This design comes from an exercise in tuning for small area on the open sky130 flow, not from production work.
Function was checked by simulation only, so behaviour that the tests miss may differ from the original.
No activity file was given, so power comes from the tool's default toggle rates.

## v6
// mem_stage
module mem_stage #(
  parameter int ADDR_W = 6
) (
  input  logic        clk,
  input  logic        rst_n,
  input  logic        valid_ex,
  input  logic [31:0] brnch,
  input  logic        zero,
  input  logic [31:0] ALUresult,
  input  logic [31:0] rdData2,
  input  logic [4:0]  writeReg,
  input  logic        Branch,
  input  logic        MemRead,
  input  logic        MemWrite,
  input  logic        RegWrite,
  input  logic        MemtoReg,
  input  logic        stall,
  input  logic        flush,
  output logic        PCSrc,
  output logic [31:0] brTarget,
  output logic        valid_wb,
  output logic [31:0] readData_wb,
  output logic [31:0] ALUresult_wb,
  output logic [4:0]  writeReg_wb,
  output logic        RegWrite_wb,
  output logic        MemtoReg_wb,
  output logic        misalign_err
);
For scale: about 5700 cells after synthesis, about 2100 flip-flops, roughly 220 I/O pins.
==> flow/config.mk <==
export PLATFORM = sky130hd
export DESIGN_NAME = mem_stage
export DESIGN_NICKNAME = mem_stage
export VERILOG_FILES = /design/flow/design.v
export SDC_FILE = /design/flow/constraint.sdc
export NUM_CORES = 4
export LEC_CHECK = 0
export CAP_MARGIN = 20
export CORE_MARGIN = 2
export CORE_UTILIZATION = 65
export SLEW_MARGIN = 20
export SYNTH_HIERARCHICAL = 1
export SYNTH_MINIMUM_KEEP_SIZE = 0
==> flow/constraint.sdc <==
create_clock -name core_clock -period 5.0 [get_ports {clk}]
set_input_delay 1.0000 -clock core_clock [delete_from_list [all_inputs] [get_ports {clk}]]
set_output_delay 1.0000 -clock core_clock [all_outputs]
set_load 0.01 [all_outputs]
standard.sh (not shown) runs the stock make flow with config.mk's settings and CLKGATE_MAP_FILE= SYNTH_SCRIPT=/design/flow/synth_recipe.tcl, a recipe that flattens the netlist after the stock synthesis.
==> flow/flow/run.sh <==
#!/bin/bash
set -euo pipefail
export BUFFER_PORTS_ARGS="-buffer_cell sky130_fd_sc_hd__buf_1"
export CTS_ARGS="-sink_clustering_enable -repair_clock_nets -sink_clustering_size 18 -sink_clustering_max_diameter 60 -buf_list sky130_fd_sc_hd__clkbuf_8 -dont_use_dummy_load"
bash standard.sh > standard.log 2>&1
> inputs changed (v6 -> v7)
==> flow/flow/run.sh <==
#!/bin/bash
set -euo pipefail
export BUFFER_PORTS_ARGS="-buffer_cell sky130_fd_sc_hd__buf_2"
export CTS_ARGS="-sink_clustering_enable -repair_clock_nets -sink_clustering_size 14 -sink_clustering_max_diameter 250 -buf_list sky130_fd_sc_hd__clkbuf_8 -dont_use_dummy_load"
bash standard.sh > standard.log 2>&1
--- outcome ---
Lower combined global-route utilization of all metal layers goes to v6 over v7.
Comparing v7 and v6, share of the final layout cell area in sequential cells is higher on v6.
Summary of v7 over v6: fraction of area in multi-input gates -0.37 points, share of power burned in combinational logic ~0 delta.
Area growth from synthesis to layout was lower in v6 than in v7.

========
Starting RTL as in the previous note.
export LEC_CHECK = 0
export CAP_MARGIN = 20
export CORE_MARGIN = 2
export CORE_UTILIZATION = 65
export SLEW_MARGIN = 20
export SYNTH_HIERARCHICAL = 1
export SYNTH_MINIMUM_KEEP_SIZE = 0
create_clock -name core_clock -period 5.0 [get_ports {clk}]
==> flow/flow/run.sh <==
#!/bin/bash
set -euo pipefail
export BUFFER_PORTS_ARGS="-buffer_cell sky130_fd_sc_hd__buf_1"
export CTS_ARGS="-sink_clustering_enable -repair_clock_nets -sink_clustering_size 16 -sink_clustering_max_diameter 60 -buf_list sky130_fd_sc_hd__clkbuf_8 -dont_use_dummy_load"
export RECOVER_POWER=100
bash standard.sh > standard.log 2>&1
The first run finished but fails on capacitance limit, slew limit.
Next try:
==> flow/flow/run.sh (replaced) <==
#!/bin/bash
set -euo pipefail
export BUFFER_PORTS_ARGS="-buffer_cell sky130_fd_sc_hd__buf_1"
export CTS_ARGS="-sink_clustering_enable -repair_clock_nets -sink_clustering_size 16 -sink_clustering_max_diameter 60 -buf_list sky130_fd_sc_hd__clkbuf_8 -dont_use_dummy_load"
bash standard.sh > standard.log 2>&1
Outcome:
- The new run completed without violations
- fmax rose by 6.8%
- sequential power stays flat
- utilization rose by 0.28 points

-- separate check: timing with driven ports --
No port has a modelled driver above. Below, the same layouts with a new extraction and two added sets of constraints.
Step 1: set_driving_cell puts a clkbuf_16 on clk and a buf_2 on each other input, an assumption about the parent block.
Step 2 times the ports against the registers' clock, not the clock port: input delays grow and output delays shrink by t, the midpoint of the rising clock arrivals with the driver on.
Three values: no drivers, after step 1, after step 2; two values: the first two.
run | shift t [ns] | setup slack, ns | worst setup path after step 2 | worst data-port slew with drivers (ns) | cell pins on the clock port's net
v6 | 0.953 | 0.669 / 0.712 / -0.241 | input to register | 0.16 | 1
v7 | 0.986 | 0.613 / 0.672 / -0.314 | input to register | 0.08 | 1
the first run of note 2 | 0.945 | 0.440 / 0.493 / -0.452 | input to register | 0.18 | 1
the second run of note 2 | 0.950 | 0.729 / 0.777 / -0.173 | input to register | 0.17 | 1
For v7, which loses most, drivers alone change the setup slack by +0.059 ns; drivers and shift together by -0.927 ns.
